Source: an optimization exercise on an open RTL-to-GDS flow (aim: small area, a short achievable clock period and few clock cycles per item). Production flows keep margins and buffers that such runs may drop. Only simulation tests tie the RTL to the original design; equivalence was not proved. No activity file was given, so power comes from the tool's default toggle rates.

job 9127:
// marching_squares_cell_classifier_unit
module marching_squares_cell_classifier_unit (
  input  logic                clk,
  input  logic                rst_n,
  input  logic                cfg_we,
  input  logic [1:0]          cfg_index,
  input  logic [THR_W-1:0]    cfg_data,
  input  logic                in_valid,
  output logic                in_ready,
  input  logic [7:0]          in_red,
  input  logic [7:0]          in_green,
  input  logic [7:0]          in_blue,
  input  logic                in_frame_start,
  output logic                out_valid,
  input  logic                out_ready,
  output logic [9:0]          out_cell_x,
  output logic [9:0]          out_cell_y,
  output logic [2:0]          out_level,
  output logic [3:0]          out_case_code,
  output logic                out_last
);
clock: 8.0 ns
lec_check: 0
abc_area: 1
abc_clock_period_in_ps: 2500
cap_margin: 20
core_margin: 2
core_utilization: 66
cts_buf_list: sky130_fd_sc_hd__clkbuf_16
cts_cluster_diameter: 75
cts_cluster_size: 30
setup_slack_margin: 5
slew_margin: 20
synth_memory_max_bits: 16384
run.sh (not shown) runs the stock make flow with config.mk's settings and CLKGATE_MAP_FILE= SYNTH_SCRIPT=/design/flow/synth_recipe.tcl, a recipe that flattens the netlist after the stock synthesis.
Job 9127 went all the way through synthesis, placement and routing and the layout is clean on timing, DRC and antenna.
Testbench counts of job 9127, summed over its fixed seeds: cycles 89,986, results 87,749.
diff inputs: job 9127 => job 1172
Settings: PLACE_DENSITY now 0.7, previously not set; CORE_UTILIZATION now 62, was 66.
## What came out
Job 1172: post-CTS setup buffer count 2 below job 9127
Met1 track demand over resource in global routing (higher): job 9127
Maximum achievable frequency went down slightly going from job 9127 to job 1172.
Side by side, headroom to the max-slew limit turned out higher in job 1172 than in job 9127.
## Diff of input files: job 7485 against job 1172
Settings: removing PLACE_DENSITY (formerly 0.7).
## What came out
- Row maximum number of pins on one net before global-route repair: job 7485 higher / job 1172 lower
- From job 1172 to job 7485 the numbers moved as follows: layout-stage area growth over the synthesis result grew by 0.44 points; design area now larger.
- In the flow results for job 1172 and job 7485, the measured slew at the worst slew-check pin is larger on job 7485.
- Power: job 7485 worse than job 1172
- Sum of met3 wire segment lengths after detailed routing went down by more than a quarter going from job 1172 to job 7485.
- [compare] base=job 1172 new=job 7485: via count climbed 0.85%; total cell area at the placement stage about even.
Input-level comparison between job 3555 and job 7485:
Settings: CORE_UTILIZATION now 58, was 62.
--- outcome ---
Residual DRC count came out exactly the same in job 7485 and job 3555. Sort job 7485 and job 3555 by internal power component desc -> top: job 3555. On clock network power consumption, job 3555 does worse than job 7485. Taking job 3555 as 1.0, job 7485 lands at 0.924 on number of buffers created by CTS. Job 3555 vs. job 7485: via count grew by 1.1%, non-clock buffer count shrank by 2.

* * *

Starting RTL as in the previous note.
clock: 8.0 ns
lec_check: 0
abc_area: 1
abc_clock_period_in_ps: 2500
cap_margin: 20
core_margin: 2
core_utilization: 62
cts_buf_list: sky130_fd_sc_hd__clkbuf_16
cts_cluster_diameter: 75
cts_cluster_size: 30
setup_slack_margin: 5
slew_margin: 20
synth_memory_max_bits: 16384
standard.sh (not shown) runs the stock make flow with config.mk's settings and CLKGATE_MAP_FILE= SYNTH_SCRIPT=/design/flow/synth_recipe.tcl, a recipe that flattens the netlist after the stock synthesis.
==> flow/flow/run.sh <==
#!/bin/bash
set -o pipefail
export BUFFER_PORTS_ARGS="-buffer_cell sky130_fd_sc_hd__buf_2"
cp standard.sh standard.sh.log
bash standard.sh > standard_run.log 2>&1
The starting point finished with timing, DRC and antenna clean.
Testbench counts at the start, summed over its fixed seeds: cycles 89,986, results 87,749.
Change:
==> flow/run.sh (new file) <==
#!/bin/bash
# synth_recipe.tcl (not shown) runs the flow's synth.tcl, then flattens the netlist and writes it again
# the make line also repeats each setting of config.mk as NAME=value (left out here)
make -C /OpenROAD-flow-scripts/flow DESIGN_CONFIG=/design/flow/config.mk WORK_HOME=/design/flow/orfs CLKGATE_MAP_FILE= SYNTH_SCRIPT=/design/flow/synth_recipe.tcl finish
ABC_AREA = not set   (was 1)
removed: flow/flow/run.sh
removed: flow/standard.sh
Outcome: Critical path depth stays the same; clock skew goes up by 0.0067 ns; wire length fell by 6.3%; final area increases by 1.1%; total power grows by 13%; global-route usage drops by 1.1 points; first-iteration DRC count decreases by 6.5%.

separate check: timing with driven ports:
How much do the figures lean on ideal ports? The routed layouts below were timed once more, with nothing changed but the port constraints. Step 1 sets driving cells, clkbuf_16 on the clock port and buf_2 on the other inputs (assumed; they add their load-dependent delay and slew). Step 2, shift: input delay + t, output delay - t, t = (earliest + latest rising clock arrival at the registers) / 2. This alone moves slack from input paths to output paths. Three values: no drivers, after step 1, after step 2; two values: the first two.
run | t, ns | setup WS [ns] | hold WS [ns] | worst setup path after step 2 | worst register clock-pin slew, ns
job 9127 | 0.778 | 4.967 / 4.891 / 4.302 | 0.416 / 0.416 / 0.416 | input to register | 0.11 / 0.11
job 1172 | 0.766 | 4.943 / 4.870 / 4.393 | 0.404 / 0.404 / 0.404 | input to register | 0.11 / 0.11
job 7485 | 0.778 | 4.957 / 4.888 / 4.313 | 0.404 / 0.404 / 0.404 | input to register | 0.11 / 0.11
job 3555 | 0.794 | 4.916 / 4.842 / 4.282 | 0.398 / 0.398 / 0.398 | input to register | 0.11 / 0.11
the first run of note 2 | 0.779 | 5.062 / 4.986 / 4.427 | 0.405 / 0.405 / 0.405 | input to register | 0.11 / 0.11
the second run of note 2 | 0.774 | 4.905 / 4.836 / 4.291 | 0.408 / 0.408 / 0.408 | input to register | 0.11 / 0.11
After both steps setup and hold are still met in every run listed. For job 9127, which loses most, drivers alone change the setup slack by -0.076 ns; drivers and shift together by -0.665 ns.
